Context: an optimization exercise on an open-source flow, tuned for small area. The choices shown serve that exercise and are no tape-out recipe. At most, simulation tests tie the RTL to the original design; equivalence was not proved. Function not checked in run 4: the RTL went through the layout flow alone. No driver is modelled on the clock port, so clocking that relies on it looks cheaper here than on a real chip. Power figures rest on the tool's default switching activity, not on a simulated workload.

## design/flow/config.mk

```make
export PLATFORM = sky130hd
export DESIGN_NAME = reg_file_mp
export DESIGN_NICKNAME = reg_file_mp
export VERILOG_FILES = /design/flow/design.v
export SDC_FILE = /design/flow/constraint.sdc
export NUM_CORES = 4
export LEC_CHECK = 0
export CAP_MARGIN = 10
export CELL_PAD_IN_SITES_DETAIL_PLACEMENT = 1
export CELL_PAD_IN_SITES_GLOBAL_PLACEMENT = 2
export CORE_MARGIN = 2
export CORE_UTILIZATION = 40
export PLACE_DENSITY = 0.55
export SLEW_MARGIN = 10
export SYNTH_HIERARCHICAL = 1
export SYNTH_MINIMUM_KEEP_SIZE = 0
```

## design/flow/constraint.sdc

```tcl
create_clock -name core_clock -period 5.5 [get_ports {clk}]
set_input_delay 1.1000 -clock core_clock [delete_from_list [all_inputs] [get_ports {clk}]]
set_output_delay 1.1000 -clock core_clock [all_outputs]
set_load 0.01 [all_outputs]
```

## design/flow/design.v

```verilog
module reg_file_mp_aoi222 (
    input  logic a0, b0, a1, b1, a2, b2,
    output logic y
);
    assign y = ~((a0 & b0) | (a1 & b1) | (a2 & b2));
endmodule
module reg_file_mp_oai22 (
    input  logic a0, b0, a1, b1,
    output logic y
);
    assign y = ~((a0 | b0) & (a1 | b1));
endmodule
module reg_file_mp_nor2 (
    input  logic a, b,
    output logic y
);
    assign y = ~(a | b);
endmodule
module reg_file_mp_or_n #(
    parameter int N = 16
) (
    input  logic [N-1:0] t,
    output logic         y
);
    assign y = |t;
endmodule
module reg_file_mp #(
    parameter int DATA_W = 32,
    parameter int ADDR_W = 5,
    parameter int NUM_RD = 4
) (
    input  logic                     clk,
    input  logic                     rst,
    output logic                     ready,
    input  logic                     we0,
    input  logic [ADDR_W-1:0]        wa0,
    input  logic [DATA_W-1:0]        wd0,
    input  logic                     we1,
    input  logic [ADDR_W-1:0]        wa1,
    input  logic [DATA_W-1:0]        wd1,
    input  logic [NUM_RD*ADDR_W-1:0] ra,
    output logic [NUM_RD*DATA_W-1:0] rd
);
    localparam int DEPTH = 2 ** ADDR_W;
    localparam int NT    = DEPTH / 2;    
    logic [DATA_W-1:0] memn [DEPTH];
    logic wen;
    assign wen = ready && !rst;
    always_ff @(posedge clk) ready <= !rst;
    assign memn[0] = '1;
    for (genvar i = 1; i < DEPTH; i++) begin : gReg
        logic s0, s1, h;
        logic [DATA_W-1:0] dn;
        logic [DATA_W-1:0] qn;
        assign s1 = wen && we1 && (wa1 == ADDR_W'(i));
        assign s0 = wen && we0 && (wa0 == ADDR_W'(i)) && !s1;
        assign h  = !rst && !s0 && !s1;
        for (genvar b = 0; b < DATA_W; b++) begin : gBit
            reg_file_mp_aoi222 uSel (
                .a0(s0), .b0(wd0[b]), .a1(s1), .b1(wd1[b]), .a2(h), .b2(~qn[b]), .y(dn[b])
            );
        end
        always_ff @(posedge clk) qn <= dn;
        assign memn[i] = qn;
    end
    for (genvar k = 0; k < NUM_RD; k++) begin : gRd
        logic [ADDR_W-1:0] addr;
        logic [DEPTH-1:0]  seln;
        assign addr = ra[k*ADDR_W +: ADDR_W];
        for (genvar i = 0; i < DEPTH; i++) begin : gSel
            assign seln[i] = !(addr == ADDR_W'(i));
        end
        for (genvar b = 0; b < DATA_W; b++) begin : gBit
            logic [NT-1:0] t;
            for (genvar g = 0; g < NT; g++) begin : gGrp
                localparam int I0 = 2 * g + 1;
                if (I0 + 1 < DEPTH) begin : gPair
                    reg_file_mp_oai22 uT (
                        .a0(seln[I0]),     .b0(memn[I0][b]),
                        .a1(seln[I0 + 1]), .b1(memn[I0 + 1][b]),
                        .y(t[g])
                    );
                end else begin : gOne
                    reg_file_mp_nor2 uT (.a(seln[I0]), .b(memn[I0][b]), .y(t[g]));
                end
            end
            reg_file_mp_or_n #(.N(NT)) uOr (.t(t), .y(rd[k*DATA_W + b]));
        end
    end
endmodule
```

## design/flow/flow/run.sh

```bash
#!/bin/bash
# Standard ORFS layout with these changes: ports buffered with buf_2 instead of the
# default delay-cell buffer; CTS without dummy loads, clkbuf_4/8 in clusters of up to 20;
# global routing offered less of met1/met2 (fastroute.tcl); repair buffers up to
# buf_6 only (dontuse.tcl).
set -euo pipefail
export BUFFER_PORTS_ARGS="-buffer_cell sky130_fd_sc_hd__buf_2"
export CTS_ARGS="-sink_clustering_enable -repair_clock_nets -dont_use_dummy_load -buf_list {sky130_fd_sc_hd__clkbuf_4 sky130_fd_sc_hd__clkbuf_8} -sink_clustering_size 20 -sink_clustering_max_diameter 40"
here=$(cd "$(dirname "$0")" && pwd)
export FASTROUTE_TCL=$here/fastroute.tcl
export PRE_GLOBAL_ROUTE_TCL=$here/grt_prep.tcl
export PRE_GLOBAL_PLACE_TCL=$here/dontuse.tcl
export PRE_RESIZE_TCL=$here/dontuse.tcl
export PRE_CTS_TCL=$here/dontuse.tcl
bash standard.sh > standard.log 2>&1
```

## design/flow/flow/dontuse.tcl

```tcl
# Keep the resizer to buffers up to buf_6 when it repairs long select and data nets.
set_dont_use [list sky130_fd_sc_hd__buf_8 sky130_fd_sc_hd__buf_12 sky130_fd_sc_hd__buf_16]
```

## design/flow/flow/fastroute.tcl

```tcl
# Global routing layers as the platform's fastroute.tcl, but with less of met1 and met2
# offered to the global router, so that horizontal wires go to met3 and pin access on
# met1 is left room.
set_global_routing_layer_adjustment $::env(MIN_ROUTING_LAYER)-$::env(MAX_ROUTING_LAYER) 0.2
set_global_routing_layer_adjustment met1 0.5
set_global_routing_layer_adjustment met2 0.3

set_routing_layers -clock $::env(MIN_CLK_ROUTING_LAYER)-$::env(MAX_ROUTING_LAYER)
set_routing_layers -signal $::env(MIN_ROUTING_LAYER)-$::env(MAX_ROUTING_LAYER)
```

## design/flow/flow/grt_prep.tcl

```tcl
source [file join [file dirname [info script]] dontuse.tcl]
source [file join [file dirname [info script]] fastroute.tcl]
```

## design/flow/standard.sh

```bash
#!/bin/bash
# synth_recipe.tcl (not shown) runs the flow's synth.tcl, then flattens the netlist and writes it again
# the make line also repeats each setting of config.mk as NAME=value (left out here)
make -C /OpenROAD-flow-scripts/flow DESIGN_CONFIG=/design/flow/config.mk WORK_HOME=/design/flow/orfs CLKGATE_MAP_FILE= SYNTH_SCRIPT=/design/flow/synth_recipe.tcl "${@:-finish}"
```

==> impl_metrics.xml, run 1 <==
<?xml version="1.0" encoding="UTF-8"?>
<metrics>
  <group name="run_status">
    <metric name="outcome" unit="">finished with violations</metric>
    <metric name="check-failures" unit="">capacitance limit, slew limit, setup timing</metric>
  </group>
  <group name="synth">
    <metric name="synthesis.area" unit="um^2">51900</metric>
    <metric name="synth_compound_gate_area_share" unit="%">42.4</metric>
    <metric name="synth_cell_types" unit="">32</metric>
    <metric name="combinational_family_with_the_most_area_after_synthesis" unit="">compound AO/OA/AOI/OAI gates</metric>
    <metric name="synthSimpleGateAreaFrac" unit="%">11.9</metric>
    <metric name="syn_nets" unit="">6123</metric>
    <metric name="ys_seq_area_share" unit="%">38.3</metric>
    <metric name="synth-warning-count" unit="">9</metric>
    <metric name="muxShareOfSynthArea" unit="%">0</metric>
    <metric name="edff_count_synth" unit="">0</metric>
    <metric name="synth-seq-cells" unit="">993</metric>
    <metric name="postSynthCellCount" unit="">6025</metric>
    <metric name="synth_async_sr_flop_share" unit="%">0</metric>
    <metric name="synth-adder-area-share" unit="%">0</metric>
    <metric name="dominantRegCellSynth" unit="">dfxtp_1</metric>
    <metric name="post_synth_xor_area_fraction" unit="%">0</metric>
    <metric name="synthesized_area_per_cell" unit="um^2">8.62</metric>
  </group>
  <group name="cells_and_area">
    <metric name="layout_commonest_cell" unit="">o22ai_1</metric>
    <metric name="nets" unit="">7141</metric>
    <metric name="fraction_of_layout_instances_using_a_drive_strength_above_1" unit="%">18.1</metric>
    <metric name="area_delta_synth_final" unit="%">20.0</metric>
    <metric name="instances_no_fill" unit="">8923</metric>
    <metric name="commonest_non_fill_non_tap_cells_in_the_layout" unit="">1920 x o22ai_1, 993 x inv_1, 993 x dfxtp_1</metric>
    <metric name="finish.utilization" unit="%">48.2</metric>
    <metric name="final_area" unit="um^2">62300</metric>
  </group>
  <group name="placement">
    <metric name="dp_hpwl" unit="um">306000</metric>
    <metric name="detailedPlace.worstSlack" unit="ns">0.327</metric>
    <metric name="placedCellCount" unit="">8601</metric>
    <metric name="placed_area" unit="um^2">59400</metric>
    <metric name="gp_congestion" unit="">1.19</metric>
    <metric name="port_buffer_count" unit="">226</metric>
  </group>
  <group name="critical_path">
    <metric name="worst_setup_path_start_kind" unit="">input port</metric>
    <metric name="worstPathCellList" unit="">buf_2 &gt; buf_2 &gt; nor3_1 &gt; nand2_2 &gt; buf_2 &gt; buf_2 &gt; o22ai_1 &gt; nor4_1 &gt; nand4_1 &gt; buf_2</metric>
    <metric name="critPathCaptureType" unit="">output port</metric>
    <metric name="timing.critical_path.arrival" unit="ns">4.61</metric>
    <metric name="max_stage_delay" unit="ns">0.91</metric>
    <metric name="crit_path_frequent_cell" unit="">buf_2</metric>
    <metric name="critical_path_peak_fanout" unit="">15</metric>
    <metric name="timing.setup.critical_path_class" unit="">input port to output port</metric>
    <metric name="cp.buffers_inverters" unit="">5</metric>
    <metric name="crit_slowest_cell" unit="">buf_2</metric>
    <metric name="worst_ep_required" unit="ns">4.40</metric>
    <metric name="critPathTopFamily" unit="">buffers and inverters</metric>
  </group>
  <group name="sta">
    <metric name="setup_slack" unit="ns">-0.208</metric>
    <metric name="finClkSkew" unit="ns">0.0678</metric>
    <metric name="maxClockFrequency" unit="MHz">175</metric>
    <metric name="layout_worst_path_cycle_share" unit="%">104</metric>
    <metric name="tightestPinTransition" unit="ns">1.51</metric>
    <metric name="timing.max_slew.rel_slack" unit="%">-0.946</metric>
    <metric name="final.min_clock_period" unit="ns">5.71</metric>
    <metric name="holdWs" unit="ns">0.526</metric>
    <metric name="setup_viol_count_final" unit="">15</metric>
    <metric name="fin_setup_tns" unit="ns">-1.45</metric>
    <metric name="report.final.slew_viol_count" unit="">21</metric>
    <metric name="hold_viol" unit="">0</metric>
  </group>
  <group name="routing">
    <metric name="drt_iter0_markers" unit="">14700</metric>
    <metric name="finalWirelength" unit="um">464000</metric>
    <metric name="detail_route.vias_per_cell" unit="">9.02</metric>
    <metric name="drt_drc_violations_left" unit="">0</metric>
    <metric name="firstDrtPassIters" unit="">15</metric>
    <metric name="postRouteAntennaNets" unit="">0</metric>
    <metric name="route.vias.total" unit="">80500</metric>
    <metric name="wl_per_cell" unit="um">52.0</metric>
  </group>
  <group name="global_route">
    <metric name="overall_routing_resource_usage" unit="%">82.1</metric>
    <metric name="grt_remaining_overflow" unit="">0</metric>
    <metric name="number_of_global_route_vias_before_repair" unit="">84300</metric>
    <metric name="global_route_wire_length_before_repair" unit="um">641000</metric>
    <metric name="grt_antenna_before_repair" unit="">91</metric>
    <metric name="grt_max_degree" unit="">32</metric>
  </group>
  <group name="die">
    <metric name="boundaryPins" unit="">227</metric>
    <metric name="rows" unit="">132</metric>
    <metric name="initial_utilization" unit="%">40.2</metric>
    <metric name="design.core.area" unit="um^2">129000</metric>
    <metric name="die_x" unit="um">364</metric>
    <metric name="die_area" unit="um^2">133000</metric>
    <metric name="die_height" unit="um">364</metric>
  </group>
  <group name="clock_tree">
    <metric name="clk_pin_slew_worst_paths" unit="ns">0.04</metric>
    <metric name="ctsResizeCount" unit="">0</metric>
    <metric name="cts-hold-fix-buffers" unit="">0</metric>
    <metric name="cts_post_setup_buffers_inserted" unit="">0</metric>
    <metric name="clock_latency" unit="ns">0.94</metric>
    <metric name="numClockSinks" unit="">993</metric>
    <metric name="tritoncts.num_buffers" unit="">178</metric>
    <metric name="cts_tree" unit="">done</metric>
  </group>
  <group name="power_and_ir_drop">
    <metric name="vdd_drop_max" unit="mV">0.271</metric>
    <metric name="power.density" unit="nW/um^2">240</metric>
    <metric name="power.static_leakage" unit="nW">27.0</metric>
    <metric name="power" unit="mW">14.9</metric>
  </group>
  <group name="run">
    <metric name="max_cap_violations" unit="">2</metric>
  </group>
  <group name="min_path">
    <metric name="hold_path.class" unit="">flop to flop</metric>
  </group>
</metrics>
==> per-module statistics from Yosys, one instance, submodules excluded, excerpt <==
module              area [um^2]  cells inside  flops+latches  copies in the design
reg_file_mp_aoi222         10.0             1              0                   992
reg_file_mp_nor2           3.75             1              0                   128
reg_file_mp_oai22          6.26             1              0                  1920
reg_file_mp               25500          2345            993                     1
==> state kept, by name, indices dropped and copies added, names as in the netlist <==
| name | cells |
|---|---|
| gReg.qn | 992 |
| ready | 1 |
==> cells in the mapped netlist (3+ instances only) <==
master     count  area (um^2)
a211oi_1       6         45.0
a222oi_1     992         9930
and2_1         4         25.0
and3_1         4         25.0
and3b_1        4         35.0
clkbuf_1      23         86.3
dfxtp_1      993        19900
inv_1        993         3730
nand2_1      101          379
nand2b_1       4         25.0
nand3_1       29          145
nand3b_1       3         22.5
nand4_1      129          807
nand4b_1       4         35.0
nand4bb_1      6         67.6
nor2_1       165          619
nor2b_1       45          282
nor3_1        54          270
nor3_2        10          100
nor3b_1        7         52.6
nor4_1       514         3220
o22ai_1     1920        12000
==> power breakdown <==
part	internal, mW	switching [mW]	leakage (nW)
Sequential	7.26	0.0923	8.05
Combinational	0.221	1.34	17.6
Clock	2.82	3.21	1.28
Total	10.3	4.65	27.0
==> layer usage <==
layer  global-route usage [%]  wire (um)  up-vias
met2                     87.8     157000    10000
li1                         -          -    28800
met5                     60.3       5610        -
met4                     75.5      56500      189
met1                     86.1     140000    37500
met3                     78.5     104000     4019
==> worst paths after layout <==
check	from	to	slack (ns)	cells after the start
max reg2reg	ready$_DFF_P_	gReg[16].qn[14]$_DFF_P_	1.32	4
max	ra[1]	rd[25]	-0.21	10
min reg2reg	gReg[21].qn[27]$_DFF_P_	gReg[21].qn[27]$_DFF_P_	0.53	2
min	gReg[21].qn[27]$_DFF_P_	gReg[21].qn[27]$_DFF_P_	0.53	2
==> cell families (layout without fill, tap and decap cells) <==
logic type,after synthesis,after routing
buffers and inverters,1021,2037
AOI/OAI and AO/OA,2920,2920
other,0,140
DFF,993,993
and+or+nand+nor,1091,1091
==> worst register-to-register path, stage by stage (launching register included) <==
cell and delay (ns):
dfxtp_1 0.72, nand4bb_1 0.73, nor2_4 1.24, buf_2 1.07, a222oi_1 0.19
==> final cells by class <==
type                       count  area (um^2)
fill                       15600        66900
multi-input combinational   4011        29300
sequential                   993        19900
timing repair buffer         866         4430
inverter                     993         3730
clock buffer                 178         2450
tap                         1742         2180
antenna                      140          350
==> run 2, diff against run 1 <==
--- a/design/flow/flow/run.sh
+++ b/design/flow/flow/run.sh
@@ -3,4 +3,3 @@
 # default delay-cell buffer; CTS without dummy loads, clkbuf_4/8 in clusters of up to 20;
-# global routing offered less of met1/met2 (fastroute.tcl); repair buffers up to
-# buf_6 only (dontuse.tcl).
+# global routing offered less of met1/met2 (fastroute.tcl).
 set -euo pipefail
@@ -10,6 +9,3 @@
 export FASTROUTE_TCL=$here/fastroute.tcl
-export PRE_GLOBAL_ROUTE_TCL=$here/grt_prep.tcl
-export PRE_GLOBAL_PLACE_TCL=$here/dontuse.tcl
-export PRE_RESIZE_TCL=$here/dontuse.tcl
-export PRE_CTS_TCL=$here/dontuse.tcl
+export PRE_GLOBAL_ROUTE_TCL=$here/fastroute.tcl
 bash standard.sh > standard.log 2>&1
--- a/design/flow/config.mk
+++ b/design/flow/config.mk
@@ -7,3 +7,3 @@
 export LEC_CHECK = 0
-export CAP_MARGIN = 10
+export CAP_MARGIN = 20
 export CELL_PAD_IN_SITES_DETAIL_PLACEMENT = 1
@@ -13,3 +13,4 @@
 export PLACE_DENSITY = 0.55
-export SLEW_MARGIN = 10
+export SETUP_SLACK_MARGIN = 0.15
+export SLEW_MARGIN = 20
 export SYNTH_HIERARCHICAL = 1
removed: design/flow/flow/dontuse.tcl
removed: design/flow/flow/grt_prep.tcl
==> impl_metrics.xml, run 2 <==
<?xml version="1.0" encoding="UTF-8"?>
<metrics>
  <group name="cells_and_area">
    <metric name="finish.utilization" unit="%">49.0</metric>
    <metric name="final_area" unit="um^2">63200</metric>
    <metric name="largest_register_ffs" unit="">992</metric>
    <metric name="top_regs" unit="">gReg.qn: 992 flops, ready: 1 flops</metric>
    <metric name="fraction_of_layout_instances_using_a_drive_strength_above_1" unit="%">15.6</metric>
    <metric name="layout_commonest_cell" unit="">o22ai_1</metric>
    <metric name="commonest_non_fill_non_tap_cells_in_the_layout" unit="">1920 x o22ai_1, 993 x inv_1, 993 x dfxtp_1</metric>
    <metric name="nets" unit="">6928</metric>
    <metric name="registers.top_by_ff_count" unit="">gReg.qn</metric>
    <metric name="area_delta_synth_final" unit="%">21.8</metric>
  </group>
  <group name="sta">
    <metric name="report.final.slew_viol_count" unit="">0</metric>
    <metric name="holdWs" unit="ns">0.460</metric>
    <metric name="tightestPinTransition" unit="ns">1.32</metric>
    <metric name="timing.max_slew.rel_slack" unit="%">11.6</metric>
    <metric name="final.min_clock_period" unit="ns">5.37</metric>
    <metric name="setup_viol_count_final" unit="">0</metric>
    <metric name="setup_slack" unit="ns">0.128</metric>
    <metric name="maxClockFrequency" unit="MHz">186</metric>
    <metric name="finClkSkew" unit="ns">0.0614</metric>
    <metric name="setup_repair_after_global_routing_missed_its_margin" unit="">no</metric>
    <metric name="fin_setup_tns" unit="ns">0</metric>
    <metric name="hold_viol" unit="">0</metric>
    <metric name="layout_worst_path_cycle_share" unit="%">97.7</metric>
  </group>
  <group name="synth">
    <metric name="synthesis.area" unit="um^2">51900</metric>
    <metric name="postSynthCellCount" unit="">6025</metric>
    <metric name="syn_nets" unit="">6123</metric>
    <metric name="synthesized_area_per_cell" unit="um^2">8.62</metric>
    <metric name="synth_top_cell_by_area" unit="">dfxtp_1</metric>
    <metric name="ys_seq_area_share" unit="%">38.3</metric>
    <metric name="synth_top_area_share" unit="%">38.3</metric>
    <metric name="ys_top_cells_by_area" unit="">dfxtp_1 38%, o22ai_1 23%, a222oi_1 19%</metric>
    <metric name="synth_async_sr_flop_share" unit="%">0</metric>
    <metric name="synth_cell_types" unit="">32</metric>
    <metric name="synth-warning-count" unit="">9</metric>
    <metric name="synth-seq-cells" unit="">993</metric>
    <metric name="dominantRegCellSynth" unit="">dfxtp_1</metric>
    <metric name="synthTopCellsByCount" unit="">1920 x o22ai_1, 993 x dfxtp_1, 993 x inv_1</metric>
    <metric name="synth_most_common_cell" unit="">o22ai_1</metric>
    <metric name="edff_count_synth" unit="">0</metric>
  </group>
  <group name="min_path">
    <metric name="hold_path.class" unit="">input port to flop</metric>
  </group>
  <group name="critical_path">
    <metric name="crit_slowest_cell" unit="">nor4_1</metric>
    <metric name="timing.critical_path.arrival" unit="ns">4.27</metric>
    <metric name="worst_ep_required" unit="ns">4.40</metric>
    <metric name="critPathCaptureType" unit="">output port</metric>
    <metric name="max_stage_delay" unit="ns">0.94</metric>
    <metric name="timing.setup.critical_path_class" unit="">input port to output port</metric>
    <metric name="cp.buffers_inverters" unit="">3</metric>
    <metric name="critPathTopFamily" unit="">simple AND/OR/NAND/NOR gates</metric>
    <metric name="worst_setup_path_start_kind" unit="">input port</metric>
    <metric name="worstPathCellList" unit="">buf_2 &gt; nor2b_1 &gt; nor2b_1 &gt; nand2_2 &gt; buf_4 &gt; o22ai_1 &gt; nor4_1 &gt; nand4_1 &gt; buf_2</metric>
    <metric name="critical_path_peak_fanout" unit="">16</metric>
  </group>
  <group name="die">
    <metric name="die_x" unit="um">364</metric>
    <metric name="design.core.area" unit="um^2">129000</metric>
    <metric name="initial_utilization" unit="%">40.2</metric>
    <metric name="die_height" unit="um">364</metric>
    <metric name="rows" unit="">132</metric>
    <metric name="die_area" unit="um^2">133000</metric>
    <metric name="boundaryPins" unit="">227</metric>
  </group>
  <group name="routing">
    <metric name="route.vias.total" unit="">79500</metric>
    <metric name="detail_route.vias_per_cell" unit="">9.12</metric>
    <metric name="postRouteAntennaNets" unit="">0</metric>
    <metric name="firstDrtPassIters" unit="">14</metric>
    <metric name="finalWirelength" unit="um">457000</metric>
    <metric name="drt_iter0_markers" unit="">13500</metric>
    <metric name="drt_drc_violations_left" unit="">0</metric>
    <metric name="wl_per_cell" unit="um">52.4</metric>
  </group>
  <group name="run_status">
    <metric name="outcome" unit="">no timing/DRC/antenna violations</metric>
  </group>
  <group name="clock_tree">
    <metric name="ctsResizeCount" unit="">0</metric>
    <metric name="tritoncts.num_buffers" unit="">177</metric>
    <metric name="cts.root.buffer_cell" unit="">clkbuf_8</metric>
    <metric name="cts_tree" unit="">done</metric>
    <metric name="worst_case_clock_buffer_depth" unit="">3</metric>
    <metric name="cts_htree_levels" unit="">4</metric>
    <metric name="numClockSinks" unit="">993</metric>
    <metric name="cts-hold-fix-buffers" unit="">0</metric>
    <metric name="clock_latency" unit="ns">1.00</metric>
    <metric name="cts_post_setup_buffers_inserted" unit="">0</metric>
    <metric name="clk_pin_slew_worst_paths" unit="ns">0.06</metric>
  </group>
  <group name="placement">
    <metric name="gp_congestion" unit="">1.14</metric>
    <metric name="detailedPlace.worstSlack" unit="ns">0.504</metric>
    <metric name="port_buffer_count" unit="">226</metric>
    <metric name="dp_hpwl" unit="um">273000</metric>
    <metric name="placed_area" unit="um^2">60300</metric>
  </group>
  <group name="global_route">
    <metric name="grt-busiest-layer" unit="">met2</metric>
    <metric name="grt_max_degree" unit="">34</metric>
    <metric name="global_route_wire_length_before_repair" unit="um">637000</metric>
    <metric name="grt_util_met3" unit="%">78.2</metric>
    <metric name="grt_antenna_before_repair" unit="">92</metric>
    <metric name="overall_routing_resource_usage" unit="%">81.7</metric>
    <metric name="number_of_global_route_vias_before_repair" unit="">82300</metric>
    <metric name="groute.layer.met1.usage" unit="%">85.1</metric>
    <metric name="use_met2" unit="%">88.7</metric>
    <metric name="grt_remaining_overflow" unit="">0</metric>
  </group>
  <group name="power_and_ir_drop">
    <metric name="vdd_drop_max" unit="mV">0.230</metric>
    <metric name="power.density" unit="nW/um^2">236</metric>
    <metric name="power.static_leakage" unit="nW">27.3</metric>
  </group>
  <group name="run">
    <metric name="max_cap_violations" unit="">0</metric>
  </group>
</metrics>
-- run 2: report_power, final --
group / internal [mW] / switching, mW / total [mW]
sequential: 7.26 / 0.0885 / 7.35
combinational: 0.259 / 1.32 / 1.58
clock: 2.80 / 3.22 / 6.02
-- run 2: cells by family after synthesis --
family	Yosys count	synth area share [%]
compound gates	2920	42.4
buf+inv	1021	7.43
flops	993	38.3
simple gates	1091	11.9
-- run 2: final timing paths --
kind                          startpoint                       to  slack, ns  depth (start not counted)
setup reg to reg           ready$_DFF_P_  gReg[27].qn[29]$_DFF_P_       1.81                          5
hold / removal                       rst            ready$_DFF_P_       0.46                          2
hold reg to reg   gReg[13].qn[8]$_DFF_P_   gReg[13].qn[8]$_DFF_P_       0.52                          2
setup / recovery                  ra[16]                  rd[119]       0.13                          9
-- run 2: stage by stage --
step           power [mW]  instances
3_5_place_dp         8.84       8386
5_1_grt              15.1       8683
6_report             15.0       8719
4_1_cts              14.6       8563
3_3_place_gp         8.82       8385
2_1_floorplan        7.84       6025
-- run 2: area by class of cell --
| class | count | area (um^2) |
|---|---|---|
| well taps | 1742 | 2180 |
| fillers | 15300 | 65900 |
| multi-input cells | 4011 | 29300 |
| flip-flops and latches | 993 | 19900 |
| repair buffers | 654 | 5340 |
| diodes | 149 | 373 |
| inverters | 993 | 3730 |
| clock buffers | 177 | 2440 |
-- run 2: worst reg2reg max path, delay by kind of cell, from the launching register on --
kind	cells	cell delay (ns)
flops	1	0.69
compound gates	1	0.23
buf+inv	1	0.50
simple gates	3	2.08
-- run 2: Yosys stat by module (local to each module, per instance), excerpt --
module / times used / cells inside / flops+latches
reg_file_mp: 1 / 2345 / 993
reg_file_mp_aoi222: 992 / 1 / 0
reg_file_mp_nor2: 128 / 1 / 0
reg_file_mp_oai22: 1920 / 1 / 0
-- run 2: layer usage --
layer | up-vias | part of all wire [%]
met5 | - | 1.3
met1 | 37400 | 30
li1 | 28300 | -
met3 | 3882 | 22
met4 | 189 | 12
met2 | 9695 | 34
==> run 3, diff against run 2 <==
==> design/flow/flow/run.sh (replaced) <==
#!/bin/bash
# Standard ORFS layout with these changes: ports buffered with buf_2 instead of the
# default delay-cell buffer; CTS without dummy loads and with clkbuf_8 leaf clusters;
# global routing offered less of met1/met2 (fastroute.tcl).
set -euo pipefail
export BUFFER_PORTS_ARGS="-buffer_cell sky130_fd_sc_hd__buf_2"
export CTS_ARGS="-sink_clustering_enable -repair_clock_nets -dont_use_dummy_load -buf_list sky130_fd_sc_hd__clkbuf_8 -sink_clustering_size 25 -sink_clustering_max_diameter 50"
here=$(cd "$(dirname "$0")" && pwd)
export FASTROUTE_TCL=$here/fastroute.tcl
export PRE_GLOBAL_ROUTE_TCL=$here/fastroute.tcl
bash standard.sh > standard.log 2>&1
--- a/design/flow/config.mk
+++ b/design/flow/config.mk
@@ -7,3 +7,3 @@
 export LEC_CHECK = 0
-export CAP_MARGIN = 20
+export CAP_MARGIN = 0
 export CELL_PAD_IN_SITES_DETAIL_PLACEMENT = 1
@@ -13,4 +13,3 @@
 export PLACE_DENSITY = 0.55
-export SETUP_SLACK_MARGIN = 0.15
-export SLEW_MARGIN = 20
+export SLEW_MARGIN = 0
 export SYNTH_HIERARCHICAL = 1
==> impl_metrics.xml, run 3 <==
<?xml version="1.0" encoding="UTF-8"?>
<metrics>
  <group name="run_status">
    <metric name="outcome" unit="">finished with violations</metric>
    <metric name="check-failures" unit="">capacitance limit, slew limit</metric>
  </group>
  <group name="routing">
    <metric name="drt_drc_violations_left" unit="">0</metric>
    <metric name="detail_route.vias_per_cell" unit="">9.18</metric>
    <metric name="route.vias.total" unit="">79400</metric>
    <metric name="firstDrtPassIters" unit="">17</metric>
    <metric name="postRouteAntennaNets" unit="">0</metric>
    <metric name="wl_per_cell" unit="um">52.8</metric>
    <metric name="finalWirelength" unit="um">457000</metric>
    <metric name="drt_iter0_markers" unit="">13700</metric>
  </group>
  <group name="cells_and_area">
    <metric name="fraction_of_layout_instances_using_a_drive_strength_above_1" unit="%">15.0</metric>
    <metric name="fillerInstances" unit="">15300</metric>
    <metric name="largest_register_ffs" unit="">992</metric>
    <metric name="final_area" unit="um^2">62500</metric>
    <metric name="multiInputGateArea" unit="um^2">29200</metric>
    <metric name="layout.area.seq" unit="um^2">19900</metric>
    <metric name="instances_no_fill" unit="">8651</metric>
    <metric name="top_regs" unit="">gReg.qn: 992 flops, ready: 1 flops</metric>
    <metric name="registers.top_by_ff_count" unit="">gReg.qn</metric>
    <metric name="commonest_non_fill_non_tap_cells_in_the_layout" unit="">1920 x o22ai_1, 993 x inv_1, 993 x dfxtp_1</metric>
    <metric name="nets" unit="">6886</metric>
    <metric name="layout_commonest_cell" unit="">o22ai_1</metric>
    <metric name="area_delta_synth_final" unit="%">20.5</metric>
  </group>
  <group name="critical_path">
    <metric name="critPathCaptureType" unit="">output port</metric>
    <metric name="rr_worst_depth" unit="">5</metric>
    <metric name="crit_slowest_cell" unit="">nor4_1</metric>
    <metric name="timing.critical_path.arrival" unit="ns">4.41</metric>
    <metric name="cp-startpoint" unit="">ra[4]</metric>
    <metric name="worst-r2r-setup-slack" unit="ns">1.29</metric>
    <metric name="cp.buffers_inverters" unit="">4</metric>
    <metric name="critical_path_peak_fanout" unit="">17</metric>
    <metric name="timing.setup.critical_path_class" unit="">input port to output port</metric>
    <metric name="worstPathCellList" unit="">buf_2 &gt; nor2b_1 &gt; nor2b_1 &gt; nand2_2 &gt; buf_12 &gt; o22ai_1 &gt; nor4_1 &gt; buf_4 &gt; nand4_1 &gt; buf_2</metric>
    <metric name="path_depth" unit="">10</metric>
    <metric name="worst_ep_required" unit="ns">4.40</metric>
    <metric name="critPathTopFamily" unit="">simple AND/OR/NAND/NOR gates</metric>
    <metric name="max_stage_delay" unit="ns">1.29</metric>
    <metric name="endpoint" unit="">rd[3]</metric>
    <metric name="worstReg2RegStart" unit="">ready$_DFF_P_</metric>
    <metric name="reg2reg_to" unit="">gReg[29].qn[23]$_DFF_P_</metric>
    <metric name="worst_setup_path_start_kind" unit="">input port</metric>
  </group>
  <group name="synth">
    <metric name="dominantRegCellSynth" unit="">dfxtp_1</metric>
    <metric name="synthesized_area_per_cell" unit="um^2">8.62</metric>
    <metric name="synth_top_area_share" unit="%">38.3</metric>
    <metric name="synthTopCellsByCount" unit="">1920 x o22ai_1, 993 x dfxtp_1, 993 x inv_1</metric>
    <metric name="ys_seq_area_share" unit="%">38.3</metric>
    <metric name="synthesis.area" unit="um^2">51900</metric>
    <metric name="synth_top_cell_by_area" unit="">dfxtp_1</metric>
    <metric name="synth-seq-cells" unit="">993</metric>
    <metric name="synth_most_common_cell" unit="">o22ai_1</metric>
    <metric name="synth_cell_types" unit="">32</metric>
    <metric name="postSynthCellCount" unit="">6025</metric>
    <metric name="synth_async_sr_flop_share" unit="%">0</metric>
    <metric name="edff_count_synth" unit="">0</metric>
    <metric name="syn_nets" unit="">6123</metric>
    <metric name="ys_top_cells_by_area" unit="">dfxtp_1 38%, o22ai_1 23%, a222oi_1 19%</metric>
    <metric name="synth-warning-count" unit="">9</metric>
  </group>
  <group name="sta">
    <metric name="tightestPinTransition" unit="ns">1.56</metric>
    <metric name="report.final.slew_viol_count" unit="">39</metric>
    <metric name="hold_viol" unit="">0</metric>
    <metric name="maxClockFrequency" unit="MHz">182</metric>
    <metric name="layout_worst_path_cycle_share" unit="%">100</metric>
    <metric name="setup_viol_count_final" unit="">2</metric>
    <metric name="fin_setup_tns" unit="ns">-0.0144</metric>
    <metric name="final.min_clock_period" unit="ns">5.51</metric>
    <metric name="setup_repair_after_global_routing_missed_its_margin" unit="">no</metric>
    <metric name="finClkSkew" unit="ns">0.0673</metric>
    <metric name="timing.max_slew.rel_slack" unit="%">-4.92</metric>
  </group>
  <group name="die">
    <metric name="boundaryPins" unit="">227</metric>
    <metric name="design.core.area" unit="um^2">129000</metric>
    <metric name="initial_utilization" unit="%">40.2</metric>
    <metric name="rows" unit="">132</metric>
    <metric name="die_height" unit="um">364</metric>
    <metric name="die_x" unit="um">364</metric>
    <metric name="die_area" unit="um^2">133000</metric>
  </group>
  <group name="global_route">
    <metric name="grt_remaining_overflow" unit="">0</metric>
    <metric name="grt_antenna_before_repair" unit="">85</metric>
    <metric name="grt_max_degree" unit="">34</metric>
    <metric name="overall_routing_resource_usage" unit="%">81.5</metric>
    <metric name="global_route_wire_length_before_repair" unit="um">633000</metric>
    <metric name="number_of_global_route_vias_before_repair" unit="">81800</metric>
  </group>
  <group name="run">
    <metric name="max_cap_violations" unit="">4</metric>
  </group>
  <group name="power_and_ir_drop">
    <metric name="power.switching_fraction" unit="%">31.6</metric>
    <metric name="power.share.sequential" unit="%">51.4</metric>
    <metric name="vdd_drop_max" unit="mV">0.281</metric>
    <metric name="comb_power_share" unit="%">11.0</metric>
    <metric name="pwr-share-clk" unit="%">37.6</metric>
    <metric name="power" unit="mW">14.3</metric>
    <metric name="power.static_leakage" unit="nW">27.0</metric>
    <metric name="power.density" unit="nW/um^2">228</metric>
    <metric name="power.switching" unit="mW">4.51</metric>
    <metric name="internal_power" unit="mW">9.78</metric>
  </group>
  <group name="placement">
    <metric name="placedCellCount" unit="">8386</metric>
    <metric name="port_buffer_count" unit="">226</metric>
    <metric name="placed_area" unit="um^2">60300</metric>
    <metric name="gp_congestion" unit="">1.14</metric>
    <metric name="dp_hpwl" unit="um">274000</metric>
  </group>
  <group name="clock_tree">
    <metric name="worst_case_clock_buffer_depth" unit="">3</metric>
    <metric name="tritoncts.num_buffers" unit="">142</metric>
    <metric name="clk_pin_slew_worst_paths" unit="ns">0.06</metric>
    <metric name="cts_tree" unit="">done</metric>
    <metric name="cts.root.buffer_cell" unit="">clkbuf_8</metric>
    <metric name="cts-hold-fix-buffers" unit="">0</metric>
    <metric name="cts_post_setup_buffers_inserted" unit="">0</metric>
    <metric name="ctsResizeCount" unit="">0</metric>
    <metric name="cts_htree_levels" unit="">4</metric>
    <metric name="clock_latency" unit="ns">1.02</metric>
    <metric name="numClockSinks" unit="">993</metric>
  </group>
  <group name="min_path">
    <metric name="hold_path.class" unit="">input port to flop</metric>
  </group>
</metrics>
[run 3: cell counts after synthesis]
No cell type changed its count.
[run 3: kinds of logic (layout without fill, tap and decap cells)]
group	after synthesis	in the layout	share of synthesized area [%]
AOI/OAI and AO/OA	2920	2920	42.4
and+or+nand+nor	1091	1091	11.9
buffers and inverters	1021	1782	7.43
DFF	993	993	38.3
other	0	123	0
[run 3: layout make-up]
cell class / instances / area share, %
Tap cell: 1742 / 3.49
Timing Repair Buffer: 647 / 8.39
Clock buffer: 142 / 3.12
Multi-Input combinational cell: 4011 / 46.8
Inverter: 993 / 5.96
Antenna cell: 123 / 0.492
Sequential cell: 993 / 31.8
[run 3: worst register-to-register path: cells and delay by family (launching register included)]
family	cells	cell delay (ns)
AND/OR/NAND/NOR	3	2.39
AO/OA/AOI/OAI	1	0.22
flip-flops	1	0.76
buffers and inverters	1	0.62
[run 3: worst min path at each step]
stage	end	start	slack, ns	depth (start not counted)
6_report	ready$_DFF_P_	rst	0.44	2
3_5_place_dp	gReg[11].qn[29]$_DFF_P_	gReg[11].qn[29]$_DFF_P_	0.51	2
4_1_cts	ready$_DFF_P_	rst	0.41	2
2_1_floorplan	gReg[11].qn[0]$_DFF_P_	gReg[11].qn[0]$_DFF_P_	0.49	2
3_3_place_gp	gReg[25].qn[1]$_DFF_P_	gReg[25].qn[1]$_DFF_P_	0.50	2
5_1_grt	ready$_DFF_P_	rst	0.46	2
[run 3: through the flow]
stage / hold slack (ns) / util (%) / worst slack [ns]
floorplan: 0.487 / - / 0.589
global placement: 0.502 / 46.7 / 0.589
detailed placement: 0.513 / 46.7 / 0.494
CTS: 0.410 / 48.2 / 0.498
global route: 0.457 / 48.4 / 0.103
finish: 0.437 / 48.4 / -0.00794
[run 3: power groups by stage]
stage / Clock (mW) / Sequential (mW) / Combinational (mW)
after floorplan: 0 / 7.47 / 0.370
after global placement: 0 / 7.49 / 1.33
after detailed placement: 0 / 7.49 / 1.35
after CTS: 5.22 / 7.33 / 1.35
after global routing: 5.55 / 7.35 / 1.50
final: 5.38 / 7.34 / 1.57
[run 3: per-module statistics from Yosys, one instance, submodules excluded, a selection]
| module | copies in the design | area (um^2) | flip-flops and latches |
|---|---|---|---|
| reg_file_mp | 1 | 25500 | 993 |
| reg_file_mp_aoi222 | 992 | 10.0 | 0 |
| reg_file_mp_nor2 | 128 | 3.75 | 0 |
| reg_file_mp_oai22 | 1920 | 6.26 | 0 |
[run 3: routing by layer]
layer	vias to the layer above	track usage, %	wire length, um
met5	-	57.3	5330
met4	158	73.5	56000
met3	3961	77.8	99700
li1	28200	-	-
met2	9790	88.1	157000
met1	37300	85.7	139000
==> run 4, diff against run 3 <==
--- a/design/flow/design.v
+++ b/design/flow/design.v
@@ -6,9 +6,3 @@
 endmodule
-module reg_file_mp_oai22 (
-    input  logic a0, b0, a1, b1,
-    output logic y
-);
-    assign y = ~((a0 | b0) & (a1 | b1));
-endmodule
-module reg_file_mp_nor2 (
+module reg_file_mp_nand2 (
     input  logic a, b,
@@ -16,6 +10,6 @@
 );
-    assign y = ~(a | b);
+    assign y = ~(a & b);
 endmodule
 module reg_file_mp_or_n #(
-    parameter int N = 16
+    parameter int N = 11
 ) (
@@ -24,3 +18,3 @@
 );
-    assign y = |t;
+    assign y = ~&t;
 endmodule
@@ -44,4 +38,4 @@
     localparam int DEPTH = 2 ** ADDR_W;
-    localparam int NT    = DEPTH / 2;    
-    logic [DATA_W-1:0] memn [DEPTH];
+    localparam int NT    = (DEPTH - 1 + 2) / 3;    
+    logic [DATA_W-1:0] mem [DEPTH];
     logic wen;
@@ -49,3 +43,3 @@
     always_ff @(posedge clk) ready <= !rst;
-    assign memn[0] = '1;
+    assign mem[0] = '0;
     for (genvar i = 1; i < DEPTH; i++) begin : gReg
@@ -53,3 +47,3 @@
         logic [DATA_W-1:0] dn;
-        logic [DATA_W-1:0] qn;
+        logic [DATA_W-1:0] q;
         assign s1 = wen && we1 && (wa1 == ADDR_W'(i));
@@ -59,7 +53,7 @@
             reg_file_mp_aoi222 uSel (
-                .a0(s0), .b0(wd0[b]), .a1(s1), .b1(wd1[b]), .a2(h), .b2(~qn[b]), .y(dn[b])
+                .a0(s0), .b0(wd0[b]), .a1(s1), .b1(wd1[b]), .a2(h), .b2(q[b]), .y(dn[b])
             );
         end
-        always_ff @(posedge clk) qn <= dn;
-        assign memn[i] = qn;
+        always_ff @(posedge clk) q <= ~dn;
+        assign mem[i] = q;
     end
@@ -67,6 +61,6 @@
         logic [ADDR_W-1:0] addr;
-        logic [DEPTH-1:0]  seln;
+        logic [DEPTH-1:0]  sel;
         assign addr = ra[k*ADDR_W +: ADDR_W];
         for (genvar i = 0; i < DEPTH; i++) begin : gSel
-            assign seln[i] = !(addr == ADDR_W'(i));
+            assign sel[i] = (addr == ADDR_W'(i));
         end
@@ -75,7 +69,8 @@
             for (genvar g = 0; g < NT; g++) begin : gGrp
-                localparam int I0 = 2 * g + 1;
-                if (I0 + 1 < DEPTH) begin : gPair
-                    reg_file_mp_oai22 uT (
-                        .a0(seln[I0]),     .b0(memn[I0][b]),
-                        .a1(seln[I0 + 1]), .b1(memn[I0 + 1][b]),
+                localparam int I0 = 3 * g + 1;
+                if (I0 + 2 < DEPTH) begin : gFull
+                    reg_file_mp_aoi222 uT (
+                        .a0(sel[I0]),     .b0(mem[I0][b]),
+                        .a1(sel[I0 + 1]), .b1(mem[I0 + 1][b]),
+                        .a2(sel[I0 + 2]), .b2(mem[I0 + 2][b]),
                         .y(t[g])
@@ -83,3 +78,3 @@
                 end else begin : gOne
-                    reg_file_mp_nor2 uT (.a(seln[I0]), .b(memn[I0][b]), .y(t[g]));
+                    reg_file_mp_nand2 uT (.a(sel[I0]), .b(mem[I0][b]), .y(t[g]));
                 end
--- a/design/flow/flow/run.sh
+++ b/design/flow/flow/run.sh
@@ -3,3 +3,4 @@
 # default delay-cell buffer; CTS without dummy loads and with clkbuf_8 leaf clusters;
-# global routing offered less of met1/met2 (fastroute.tcl).
+# global routing offered less of met1/met2 (fastroute.tcl); AOI cells padded in
+# detailed placement (route_prep.tcl).
 set -euo pipefail
@@ -9,3 +10,5 @@
 export FASTROUTE_TCL=$here/fastroute.tcl
-export PRE_GLOBAL_ROUTE_TCL=$here/fastroute.tcl
+export PRE_GLOBAL_ROUTE_TCL=$here/grt_prep.tcl
+export PRE_DETAIL_PLACE_TCL=$here/route_prep.tcl
+export PRE_CTS_TCL=$here/route_prep.tcl
 bash standard.sh > standard.log 2>&1
==> design/flow/flow/grt_prep.tcl (new file) <==
source [file join [file dirname [info script]] route_prep.tcl]
source [file join [file dirname [info script]] fastroute.tcl]
==> design/flow/flow/route_prep.tcl (new file) <==
# Detailed-placement padding for the read/write AOI cells, whose six inputs sit in one
# row of li1 pins: two free sites on each side leave met2 tracks for their pin access.
set_placement_padding -masters [list sky130_fd_sc_hd__a222oi_1] -left 2 -right 2
--- a/design/flow/config.mk
+++ b/design/flow/config.mk
@@ -8,3 +8,3 @@
 export CAP_MARGIN = 0
-export CELL_PAD_IN_SITES_DETAIL_PLACEMENT = 1
+export CELL_PAD_IN_SITES_DETAIL_PLACEMENT = 0
 export CELL_PAD_IN_SITES_GLOBAL_PLACEMENT = 2
==> impl_metrics.xml, run 4 <==
<?xml version="1.0" encoding="UTF-8"?>
<metrics>
  <group name="run_status">
    <metric name="outcome" unit="">aborted with a tool error</metric>
    <metric name="flow.stopped_at" unit="">global routing (5_1_grt)</metric>
    <metric name="run.stop_error" unit="">[ERROR DPL-0033] detailed placement checks failed during check placement.</metric>
  </group>
  <group name="clock_tree">
    <metric name="cts_post_setup_buffers_inserted" unit="">0</metric>
    <metric name="numClockSinks" unit="">993</metric>
    <metric name="tritoncts.num_buffers" unit="">138</metric>
    <metric name="ctsResizeCount" unit="">0</metric>
    <metric name="cts-hold-fix-buffers" unit="">0</metric>
  </group>
  <group name="synth">
    <metric name="synth_most_common_cell" unit="">a222oi_1</metric>
    <metric name="synthesized_area_per_cell" unit="um^2">9.83</metric>
    <metric name="edff_count_synth" unit="">0</metric>
    <metric name="synth_top_cell_by_area" unit="">a222oi_1</metric>
    <metric name="syn_nets" unit="">5363</metric>
    <metric name="ys_top_cells_by_area" unit="">a222oi_1 44%, dfxtp_1 38%, inv_1 7.2%</metric>
    <metric name="synth_top_area_share" unit="%">43.9</metric>
    <metric name="dominantRegCellSynth" unit="">dfxtp_1</metric>
    <metric name="synthTopCellsByCount" unit="">2272 x a222oi_1, 993 x dfxtp_1, 993 x inv_1</metric>
    <metric name="postSynthCellCount" unit="">5265</metric>
    <metric name="synth-warning-count" unit="">9</metric>
    <metric name="ys_seq_area_share" unit="%">38.4</metric>
    <metric name="synthesis.area" unit="um^2">51700</metric>
    <metric name="synth-seq-cells" unit="">993</metric>
    <metric name="synth_async_sr_flop_share" unit="%">0</metric>
    <metric name="synth_cell_types" unit="">25</metric>
  </group>
  <group name="die">
    <metric name="initial_utilization" unit="%">40.4</metric>
    <metric name="boundaryPins" unit="">227</metric>
    <metric name="die_x" unit="um">364</metric>
    <metric name="die_height" unit="um">364</metric>
    <metric name="rows" unit="">131</metric>
  </group>
  <group name="placement">
    <metric name="port_buffer_count" unit="">226</metric>
    <metric name="gp_congestion" unit="">1.09</metric>
    <metric name="placed_area" unit="um^2">59600</metric>
    <metric name="dp_hpwl" unit="um">235000</metric>
  </group>
  <group name="global_route">
    <metric name="grt_antenna_before_repair" unit="">81</metric>
    <metric name="grt_max_degree" unit="">34</metric>
  </group>
</metrics>
==> run 4: how the worst max path moves through the flow <==
stage                                 end  startpoint  slack, ns  depth (start not counted)
CTS                                rd[16]       ra[4]       0.36                          8
detailed placement                 rd[53]       ra[6]       0.36                          8
global placement                   rd[21]       ra[4]       0.38                          8
floorplan           gReg[13].q[0]$_DFF_P_         rst       0.48                          6
==> run 4: cell families after synthesis <==
group	synth area share (%)
AO/OA/AOI/OAI	44.1
buffers and inverters	7.48
flip-flops	38.4
AND/OR/NAND/NOR	9.98
==> run 4: per-module statistics from Yosys (local to each module, per instance), excerpt <==
module | times used | cell area, um^2 | flops+latches
reg_file_mp_aoi222 | 2272 | 10.0 | 0
reg_file_mp | 1 | 25500 | 993
reg_file_mp_nand2 | 128 | 3.75 | 0
==> run 4: power groups by stage <==
stage	clock, mW	combinational (mW)	sequential, mW
after floorplan	0	0.354	7.47
after global placement	0	1.30	7.49
after detailed placement	0	1.31	7.49
after CTS	5.12	1.31	7.33
==> run 4: through the flow <==
step                      hold WS (ns)  util (%)  worst slack (ns)  cells
after floorplan                  0.512         -             0.476   5265
after global placement           0.532      46.5             0.382   7488
after detailed placement         0.552      46.5             0.357   7488
after CTS                        0.496      48.0             0.364   7626

port drivers added, routing unchanged:
The flow's constraints put no driver on any port. The routed layouts listed below were extracted and timed again, unchanged, in two steps.
Step 1, drivers: a clkbuf_16 drives clk and a buf_2 each remaining input, both assumed.
Step 2 times the ports against the registers' clock, not the clock port: input delays grow and output delays shrink by t, the midpoint of the rising clock arrivals with the driver on.
a / b / c = ideal ports / drivers / drivers and shift; a / b = the first two.
run | t, ns | setup WS [ns] | worst setup path after step 2 | worst data-port slew with drivers (ns) | pins driven straight from the clock port
run 1 | 1.018 | -0.208 / -0.240 / -0.240 | input to output | 0.48 | 1
run 2 | 1.032 | 0.128 / -0.031 / -0.031 | input to output | 0.34 | 1
run 3 | 1.048 | -0.008 / -0.134 / -0.134 | input to output | 0.45 | 1
With both steps, setup timing fails in run 2, where it was met with ideal ports. The setup slack of run 2, which loses most, moves by -0.159 ns with the drivers and by -0.159 ns with both steps.
